From an optimization exercise on the open Yosys and OpenROAD flow, aimed at small area, a short achievable clock period and few clock cycles per item; shortcuts taken in it are not production practice.
At most, simulation tests tie the RTL to the original design; equivalence was not proved.

==> exp/indigo: inputs <==
==> flow/design.v (excerpt) <==
module lidar_roi_depth_estimator (
  input  logic               clk,
  input  logic               rst_n,
  input  logic               start,
  output logic               busy,
  input  logic               in_op,
  input  logic [11:0]        in_box_center_col,
  input  logic [11:0]        in_box_center_row,
  input  logic [11:0]        in_box_width,
  input  logic [11:0]        in_box_height,
  input  logic signed [19:0] in_point_fwd,
  input  logic signed [19:0] in_point_left,
  input  logic signed [19:0] in_point_up,
  input  logic               in_last_point,
  output logic               out_valid,
  output logic               out_measured,
  output logic signed [20:0] out_depth_mm,
  output logic [16:0]        out_inside_count,
  input  logic               cfg_we,
  input  logic [2:0]         cfg_index,
  input  logic [15:0]        cfg_wdata
);
export LEC_CHECK = 0
export ABC_AREA = 1
export CAP_MARGIN = 70
export CORE_MARGIN = 2
export CORE_UTILIZATION = 40
export SLEW_MARGIN = 70
create_clock -name core_clock -period 11.0 [get_ports {clk}]
run.sh (not shown) runs the stock make flow with config.mk's settings and CLKGATE_MAP_FILE= SYNTH_SCRIPT=/design/flow/synth_recipe.tcl, a recipe that flattens the netlist after the stock synthesis.
==> inputs of exp/tundra, as changes to exp/indigo <==
--- a/flow/design.v
+++ b/flow/design.v
@@ -20,52 +20,38 @@
   output logic [19:0] quo,
   output logic [16:0] rem,
   output logic [16:0] den_q
 );
   logic [19:0] sh_r;
   logic [16:0] rem_r, den_r;
-  logic [18:0] den3_r;
   logic [3:0]  cnt_r;
   logic        busy_r, done_r;
-  logic [18:0] t;
-  logic [19:0] d1, d2, d3;
-  logic [16:0] rn;
-  logic [1:0]  qd;
-  assign t  = {rem_r, sh_r[19:18]};
-  assign d1 = {1'b0, t} - {3'b0, den_r};
-  assign d2 = {1'b0, t} - {2'b0, den_r, 1'b0};
-  assign d3 = {1'b0, t} - {1'b0, den3_r};
-  always_comb begin
-    if (!d3[19]) begin
-      qd = 2'd3;
-      rn = d3[16:0];
-    end else if (!d2[19]) begin
-      qd = 2'd2;
-      rn = d2[16:0];
-    end else if (!d1[19]) begin
-      qd = 2'd1;
-      rn = d1[16:0];
-    end else begin
-      qd = 2'd0;
-      rn = t[16:0];
-    end
-  end
+  logic [17:0] t1, t2, d1, d2;
+  logic [16:0] r1, r2;
+  logic        q1, q2;
+  assign t1 = {rem_r, sh_r[19]};
+  assign d1 = t1 - {1'b0, den_r};
+  assign q1 = !d1[17];
+  assign r1 = q1 ? d1[16:0] : t1[16:0];
+  assign t2 = {r1, sh_r[18]};
+  assign d2 = t2 - {1'b0, den_r};
+  assign q2 = !d2[17];
+  assign r2 = q2 ? d2[16:0] : t2[16:0];
   assign busy  = busy_r;
   assign done  = done_r;
   assign quo   = sh_r;
   assign rem   = rem_r;
   assign den_q = den_r;
   always_ff @(posedge clk) begin
     if (go) begin
-      rem_r  <= {1'b0, num[35:20]};
-      sh_r   <= num[19:0];
-      den_r  <= den;
-      den3_r <= {2'b0, den} + {1'b0, den, 1'b0};
+      rem_r <= {1'b0, num[35:20]};
+      sh_r  <= num[19:0];
+      den_r <= den;
     end else if (busy_r) begin
-      rem_r <= rn;
-      sh_r  <= {sh_r[17:0], qd};
+      rem_r <= r2;
+      sh_r  <= {sh_r[17:0], q1, q2};
     end
     if (!rst_n) begin
       busy_r <= 1'b0;
       done_r <= 1'b0;
       cnt_r  <= '0;
     end else begin
@@ -3441,103 +3427,103 @@
         REG_OFF_FWD:     off_fwd     <= cfg_wdata;
         default: ;
       endcase
     end
   end
   logic               accept;
-  logic               vb1;
+  logic               v1, op1, last1;
   logic [11:0]        col1, row1, wid1, hgt1;
+  logic signed [19:0] fwd1, lft1, up1;
+  logic [1:0]         pend_r, pend_nx;
   logic               pop;
   assign accept = rst_n && start && !busy;
   always_ff @(posedge clk) begin
+    op1   <= in_op;
+    last1 <= in_last_point;
     col1  <= in_box_center_col;
     row1  <= in_box_center_row;
     wid1  <= in_box_width;
     hgt1  <= in_box_height;
+    fwd1  <= in_point_fwd;
+    lft1  <= in_point_left;
+    up1   <= in_point_up;
   end
-  logic [5:0] s1_r, s2_r, s1_dec, s2_dec, s1_nx, s2_nx;
-  logic       last_acc;
-  assign last_acc = accept && in_op && in_last_point;
-  assign s1_dec   = (s1_r == 6'd0) ? 6'd0 : s1_r - 6'd1;
-  assign s2_dec   = (s2_r == 6'd0) ? 6'd0 : s2_r - 6'd1;
-  assign s1_nx    = last_acc ? s1_r + 6'd11 : s1_dec;
-  assign s2_nx    = last_acc ? s1_dec : s2_dec;
+  logic [1:0] pend_p0, pend_p1;
+  assign pend_p0 = pend_r - {1'b0, pop};
+  assign pend_p1 = pend_r + {1'b0, !pop};
+  assign pend_nx = (accept && in_op && in_last_point) ? pend_p1 : pend_p0;
   always_ff @(posedge clk) begin
     if (!rst_n) begin
-      vb1  <= 1'b0;
-      s1_r <= 6'd0;
-      s2_r <= 6'd0;
-      busy <= 1'b0;
+      v1     <= 1'b0;
+      pend_r <= 2'd0;
+      busy   <= 1'b0;
     end else begin
-      vb1  <= accept && in_op == OP_BOX;
-      s1_r <= s1_nx;
-      s2_r <= s2_nx;
-      busy <= last_acc ? (s1_dec > 6'd11) : (s2_dec > 6'd11);
+      v1     <= accept;
+      pend_r <= pend_nx;
+      busy   <= (pend_nx >= 2'd2);
     end
   end
   logic signed [13:0] lo_x, hi_x, lo_y, hi_y;
-  logic signed [13:0] ka_x, ka_y, ka_xn, ka_yn;
+  logic signed [13:0] ka_x, ka_y;
   logic signed [11:0] vw_x, vw_y;
   logic               ca_x, cb_x, ca_y, cb_y;
   logic [26:0]        pd_x, pd_y;     
   logic [17:0]        vd_x, vd_y;     
   logic [17:0]        vd_xn, vd_yn;
   logic [26:0]        pd_xn, pd_yn;
   logic signed [17:0] pa_x, pa_y;
   localparam logic [17:0] VD_RESET = 18'b000_000_000_000_001_110;
-  assign lo_x  = $signed({2'b0, col1}) - $signed({4'd0, wid1[11:2]});
-  assign hi_x  = $signed({2'b0, col1}) + $signed({4'd0, wid1[11:2]});
-  assign lo_y  = $signed({2'b0, row1}) - $signed({4'd0, hgt1[11:2]});
-  assign hi_y  = $signed({2'b0, row1}) + $signed({4'd0, hgt1[11:2]});
-  assign ka_xn = lo_x[13] ? lo_x : lo_x + 14'sd1;
-  assign ka_yn = lo_y[13] ? lo_y : lo_y + 14'sd1;
-  assign vw_x  = -$signed({1'b0, wid1[11:2], 1'b0}) + $signed({11'd0, !lo_x[13]})
-                 + $signed({11'd0, hi_x == 14'sd0});
-  assign vw_y  = -$signed({1'b0, hgt1[11:2], 1'b0}) + $signed({11'd0, !lo_y[13]})
-                 + $signed({11'd0, hi_y == 14'sd0});
+  assign lo_x = $signed({2'b0, col1}) - $signed({4'd0, wid1[11:2]});
+  assign hi_x = $signed({2'b0, col1}) + $signed({4'd0, wid1[11:2]});
+  assign lo_y = $signed({2'b0, row1}) - $signed({4'd0, hgt1[11:2]});
+  assign hi_y = $signed({2'b0, row1}) + $signed({4'd0, hgt1[11:2]});
+  assign vw_x = -$signed({1'b0, wid1[11:2], 1'b0}) + $signed({11'd0, !lo_x[13]})
+                + $signed({11'd0, hi_x == 14'sd0});
+  assign vw_y = -$signed({1'b0, hgt1[11:2], 1'b0}) + $signed({11'd0, !lo_y[13]})
+                + $signed({11'd0, hi_y == 14'sd0});
   always_ff @(posedge clk) begin
     if (!rst_n) begin
       ka_x <= 14'sd1;
       ka_y <= 14'sd1;
       vd_x <= VD_RESET;
       vd_y <= VD_RESET;
       ca_x <= 1'b0;
       cb_x <= 1'b1;
       ca_y <= 1'b0;
       cb_y <= 1'b1;
-    end else if (vb1) begin
-      ka_x <= ka_xn;
+    end else if (v1 && op1 == OP_BOX) begin
+      ka_x <= lo_x[13] ? lo_x : lo_x + 14'sd1;
       ca_x <= lo_x[13];
       cb_x <= (hi_x == 14'sd0);
       vd_x <= vd_xn;
-      ka_y <= ka_yn;
+      ka_y <= lo_y[13] ? lo_y : lo_y + 14'sd1;
       ca_y <= lo_y[13];
       cb_y <= (hi_y == 14'sd0);
       vd_y <= vd_yn;
     end
   end
-  assign pa_x = $signed({2'b0, principal_x}) - $signed({(vb1 ? ka_xn : ka_x), 4'd0});
-  assign pa_y = $signed({2'b0, principal_y}) - $signed({(vb1 ? ka_yn : ka_y), 4'd0});
+  assign pa_x = $signed({2'b0, principal_x}) - $signed({ka_x, 4'd0});
+  assign pa_y = $signed({2'b0, principal_y}) - $signed({ka_y, 4'd0});
   lre_booth #(.N(12)) u_bvx (.y(vw_x), .d(vd_xn));
   lre_booth #(.N(12)) u_bvy (.y(vw_y), .d(vd_yn));
   lre_booth #(.N(18)) u_bpx (.y(pa_x), .d(pd_xn));
   lre_booth #(.N(18)) u_bpy (.y(pa_y), .d(pd_yn));
   always_ff @(posedge clk) begin
     pd_x <= pd_xn;
     pd_y <= pd_yn;
   end
   logic               v2, op2, last2;
   logic signed [20:0] cx2, cy2, cz2;
   always_ff @(posedge clk) begin
-    op2   <= in_op;
-    last2 <= in_last_point;
-    cx2   <= 21'(off_right) - 21'(in_point_left);
-    cy2   <= 21'(off_down) - 21'(in_point_up);
-    cz2   <= 21'(off_fwd) + 21'(in_point_fwd);
+    op2   <= op1;
+    last2 <= last1;
+    cx2   <= 21'(off_right) - 21'(lft1);
+    cy2   <= 21'(off_down) - 21'(up1);
+    cz2   <= 21'(off_fwd) + 21'(fwd1);
     if (!rst_n) v2 <= 1'b0;
-    else        v2 <= accept;
+    else        v2 <= v1;
   end
   logic        v3, op3, last3, pos3;
   logic [19:0] cz3;
   logic        v4, op4, last4, pos4, in_x4, in_y4;
   logic [19:0] cz4;
   lre_axis u_ax (
CAP_MARGIN = 20   (was 70)
SLEW_MARGIN = 20   (was 70)
==> inputs of exp/yarrow, as changes to exp/indigo <==
--- a/flow/design.v
+++ b/flow/design.v
@@ -20,52 +20,38 @@
   output logic [19:0] quo,
   output logic [16:0] rem,
   output logic [16:0] den_q
 );
   logic [19:0] sh_r;
   logic [16:0] rem_r, den_r;
-  logic [18:0] den3_r;
   logic [3:0]  cnt_r;
   logic        busy_r, done_r;
-  logic [18:0] t;
-  logic [19:0] d1, d2, d3;
-  logic [16:0] rn;
-  logic [1:0]  qd;
-  assign t  = {rem_r, sh_r[19:18]};
-  assign d1 = {1'b0, t} - {3'b0, den_r};
-  assign d2 = {1'b0, t} - {2'b0, den_r, 1'b0};
-  assign d3 = {1'b0, t} - {1'b0, den3_r};
-  always_comb begin
-    if (!d3[19]) begin
-      qd = 2'd3;
-      rn = d3[16:0];
-    end else if (!d2[19]) begin
-      qd = 2'd2;
-      rn = d2[16:0];
-    end else if (!d1[19]) begin
-      qd = 2'd1;
-      rn = d1[16:0];
-    end else begin
-      qd = 2'd0;
-      rn = t[16:0];
-    end
-  end
+  logic [17:0] t1, t2, d1, d2;
+  logic [16:0] r1, r2;
+  logic        q1, q2;
+  assign t1 = {rem_r, sh_r[19]};
+  assign d1 = t1 - {1'b0, den_r};
+  assign q1 = !d1[17];
+  assign r1 = q1 ? d1[16:0] : t1[16:0];
+  assign t2 = {r1, sh_r[18]};
+  assign d2 = t2 - {1'b0, den_r};
+  assign q2 = !d2[17];
+  assign r2 = q2 ? d2[16:0] : t2[16:0];
   assign busy  = busy_r;
   assign done  = done_r;
   assign quo   = sh_r;
   assign rem   = rem_r;
   assign den_q = den_r;
   always_ff @(posedge clk) begin
     if (go) begin
-      rem_r  <= {1'b0, num[35:20]};
-      sh_r   <= num[19:0];
-      den_r  <= den;
-      den3_r <= {2'b0, den} + {1'b0, den, 1'b0};
+      rem_r <= {1'b0, num[35:20]};
+      sh_r  <= num[19:0];
+      den_r <= den;
     end else if (busy_r) begin
-      rem_r <= rn;
-      sh_r  <= {sh_r[17:0], qd};
+      rem_r <= r2;
+      sh_r  <= {sh_r[17:0], q1, q2};
     end
     if (!rst_n) begin
       busy_r <= 1'b0;
       done_r <= 1'b0;
       cnt_r  <= '0;
     end else begin
@@ -3441,103 +3427,107 @@
         REG_OFF_FWD:     off_fwd     <= cfg_wdata;
         default: ;
       endcase
     end
   end
   logic               accept;
-  logic               vb1;
+  logic               v1, op1, last1;
   logic [11:0]        col1, row1, wid1, hgt1;
+  logic signed [19:0] fwd1, lft1, up1;
   logic               pop;
   assign accept = rst_n && start && !busy;
   always_ff @(posedge clk) begin
+    op1   <= in_op;
+    last1 <= in_last_point;
     col1  <= in_box_center_col;
     row1  <= in_box_center_row;
     wid1  <= in_box_width;
     hgt1  <= in_box_height;
+    fwd1  <= in_point_fwd;
+    lft1  <= in_point_left;
+    up1   <= in_point_up;
   end
   logic [5:0] s1_r, s2_r, s1_dec, s2_dec, s1_nx, s2_nx;
   logic       last_acc;
   assign last_acc = accept && in_op && in_last_point;
   assign s1_dec   = (s1_r == 6'd0) ? 6'd0 : s1_r - 6'd1;
   assign s2_dec   = (s2_r == 6'd0) ? 6'd0 : s2_r - 6'd1;
-  assign s1_nx    = last_acc ? s1_r + 6'd11 : s1_dec;
+  assign s1_nx    = last_acc ? ((s1_r > 6'd1) ? s1_r + 6'd11 : 6'd12) : s1_dec;
   assign s2_nx    = last_acc ? s1_dec : s2_dec;
   always_ff @(posedge clk) begin
     if (!rst_n) begin
-      vb1  <= 1'b0;
+      v1   <= 1'b0;
       s1_r <= 6'd0;
       s2_r <= 6'd0;
       busy <= 1'b0;
     end else begin
-      vb1  <= accept && in_op == OP_BOX;
+      v1   <= accept;
       s1_r <= s1_nx;
       s2_r <= s2_nx;
-      busy <= last_acc ? (s1_dec > 6'd11) : (s2_dec > 6'd11);
+      busy <= last_acc ? (s1_dec > 6'd12) : (s2_dec > 6'd12);
     end
   end
   logic signed [13:0] lo_x, hi_x, lo_y, hi_y;
-  logic signed [13:0] ka_x, ka_y, ka_xn, ka_yn;
+  logic signed [13:0] ka_x, ka_y;
   logic signed [11:0] vw_x, vw_y;
   logic               ca_x, cb_x, ca_y, cb_y;
   logic [26:0]        pd_x, pd_y;     
   logic [17:0]        vd_x, vd_y;     
   logic [17:0]        vd_xn, vd_yn;
   logic [26:0]        pd_xn, pd_yn;
   logic signed [17:0] pa_x, pa_y;
   localparam logic [17:0] VD_RESET = 18'b000_000_000_000_001_110;
-  assign lo_x  = $signed({2'b0, col1}) - $signed({4'd0, wid1[11:2]});
-  assign hi_x  = $signed({2'b0, col1}) + $signed({4'd0, wid1[11:2]});
-  assign lo_y  = $signed({2'b0, row1}) - $signed({4'd0, hgt1[11:2]});
-  assign hi_y  = $signed({2'b0, row1}) + $signed({4'd0, hgt1[11:2]});
-  assign ka_xn = lo_x[13] ? lo_x : lo_x + 14'sd1;
-  assign ka_yn = lo_y[13] ? lo_y : lo_y + 14'sd1;
-  assign vw_x  = -$signed({1'b0, wid1[11:2], 1'b0}) + $signed({11'd0, !lo_x[13]})
-                 + $signed({11'd0, hi_x == 14'sd0});
-  assign vw_y  = -$signed({1'b0, hgt1[11:2], 1'b0}) + $signed({11'd0, !lo_y[13]})
-                 + $signed({11'd0, hi_y == 14'sd0});
+  assign lo_x = $signed({2'b0, col1}) - $signed({4'd0, wid1[11:2]});
+  assign hi_x = $signed({2'b0, col1}) + $signed({4'd0, wid1[11:2]});
+  assign lo_y = $signed({2'b0, row1}) - $signed({4'd0, hgt1[11:2]});
+  assign hi_y = $signed({2'b0, row1}) + $signed({4'd0, hgt1[11:2]});
+  assign vw_x = -$signed({1'b0, wid1[11:2], 1'b0}) + $signed({11'd0, !lo_x[13]})
+                + $signed({11'd0, hi_x == 14'sd0});
+  assign vw_y = -$signed({1'b0, hgt1[11:2], 1'b0}) + $signed({11'd0, !lo_y[13]})
+                + $signed({11'd0, hi_y == 14'sd0});
   always_ff @(posedge clk) begin
     if (!rst_n) begin
       ka_x <= 14'sd1;
       ka_y <= 14'sd1;
       vd_x <= VD_RESET;
       vd_y <= VD_RESET;
       ca_x <= 1'b0;
       cb_x <= 1'b1;
       ca_y <= 1'b0;
       cb_y <= 1'b1;
-    end else if (vb1) begin
-      ka_x <= ka_xn;
+    end else if (v1 && op1 == OP_BOX) begin
+      ka_x <= lo_x[13] ? lo_x : lo_x + 14'sd1;
       ca_x <= lo_x[13];
       cb_x <= (hi_x == 14'sd0);
       vd_x <= vd_xn;
-      ka_y <= ka_yn;
+      ka_y <= lo_y[13] ? lo_y : lo_y + 14'sd1;
       ca_y <= lo_y[13];
       cb_y <= (hi_y == 14'sd0);
       vd_y <= vd_yn;
     end
   end
-  assign pa_x = $signed({2'b0, principal_x}) - $signed({(vb1 ? ka_xn : ka_x), 4'd0});
-  assign pa_y = $signed({2'b0, principal_y}) - $signed({(vb1 ? ka_yn : ka_y), 4'd0});
+  assign pa_x = $signed({2'b0, principal_x}) - $signed({ka_x, 4'd0});
+  assign pa_y = $signed({2'b0, principal_y}) - $signed({ka_y, 4'd0});
   lre_booth #(.N(12)) u_bvx (.y(vw_x), .d(vd_xn));
   lre_booth #(.N(12)) u_bvy (.y(vw_y), .d(vd_yn));
   lre_booth #(.N(18)) u_bpx (.y(pa_x), .d(pd_xn));
   lre_booth #(.N(18)) u_bpy (.y(pa_y), .d(pd_yn));
   always_ff @(posedge clk) begin
     pd_x <= pd_xn;
     pd_y <= pd_yn;
   end
   logic               v2, op2, last2;
   logic signed [20:0] cx2, cy2, cz2;
   always_ff @(posedge clk) begin
-    op2   <= in_op;
-    last2 <= in_last_point;
-    cx2   <= 21'(off_right) - 21'(in_point_left);
-    cy2   <= 21'(off_down) - 21'(in_point_up);
-    cz2   <= 21'(off_fwd) + 21'(in_point_fwd);
+    op2   <= op1;
+    last2 <= last1;
+    cx2   <= 21'(off_right) - 21'(lft1);
+    cy2   <= 21'(off_down) - 21'(up1);
+    cz2   <= 21'(off_fwd) + 21'(fwd1);
     if (!rst_n) v2 <= 1'b0;
-    else        v2 <= accept;
+    else        v2 <= v1;
   end
   logic        v3, op3, last3, pos3;
   logic [19:0] cz3;
   logic        v4, op4, last4, pos4, in_x4, in_y4;
   logic [19:0] cz4;
   lre_axis u_ax (
==> notes.md <==
Sequential share of layout area, lowest first: exp/indigo, exp/yarrow, exp/tundra.
Between exp/tundra and exp/yarrow, the lower core utilization is in exp/tundra (gap 0.33 points).
exp/indigo completed without violations. exp/tundra completed without violations. exp/yarrow went through all stages and came out clean.
Die area, highest first: exp/yarrow, exp/tundra, exp/indigo.
In exp/indigo the non-clock buffer count is lower than in exp/yarrow, by 3.
Cell count: exp/indigo < exp/tundra < exp/yarrow.
==> figures <==
                                                              exp/tundra      exp/indigo      exp/yarrow
Result of the run                                         finished clean  finished clean  finished clean
Post-DP Area                                                 0.09159 mm²     0.09269 mm²     0.09310 mm²
Placed Cells incl. Taps                                            12640           12510           12690
Vias per cell                                                      5.453           5.451           5.498
Sequential fraction of total cell area                            24.33%          23.66%          24.24%
Reg2reg setup slack                                              5.73 ns         6.22 ns         6.16 ns
Fin util                                                          44.24%          44.68%          44.57%
Final critical delay including setup and external delays        5.268 ns        4.782 ns        4.845 ns
Avg Cell Area, Syn                                             8.743 µm²       8.857 µm²       8.755 µm²
Horizontal extent of the die                                    471.8 µm        471.8 µm        472.6 µm
Testbench counts of exp/indigo, summed over its fixed seeds: cycles 9,904, items 9,693.
Testbench counts of exp/tundra, summed over its fixed seeds: cycles 10,002, items 9,693.
Function not checked in exp/yarrow: the RTL went through the layout flow alone.

[what the ideal ports hide]
The results above use ideal ports. As a check the final layouts listed here were re-extracted and re-timed, cells and wires unchanged. Step 1: set_driving_cell puts a clkbuf_16 on clk and a buf_2 on each other input, an assumption about the parent block. Step 2 moves the port delays by t, midway between the first and last clock arrival at a register: inputs arrive t later, outputs are due t later. That takes back most of the time a late clock gives input paths. Three values: ideal ports, drivers, drivers and shift; two values: the first two.
| run | t, ns | setup WS [ns] | hold slack, ns | latest minus earliest clock arrival (ns) | pins driven straight from the clock port |
|---|---|---|---|---|---|
| exp/indigo | 0.871 | 6.218 / 6.218 / 5.814 | 0.321 / 0.321 / 0.321 | 0.103 / 0.103 | 1 |
| exp/tundra | 0.898 | 5.732 / 5.732 / 5.717 | 0.286 / 0.286 / 0.286 | 0.083 / 0.083 | 1 |
| exp/yarrow | 0.893 | 6.155 / 6.155 / 6.155 | 0.327 / 0.327 / 0.327 | 0.049 / 0.049 | 1 |
After both steps setup and hold are still met in every run listed. The setup slack of exp/indigo, which loses most, moves by 0.000 ns with the drivers and by -0.404 ns with both steps.
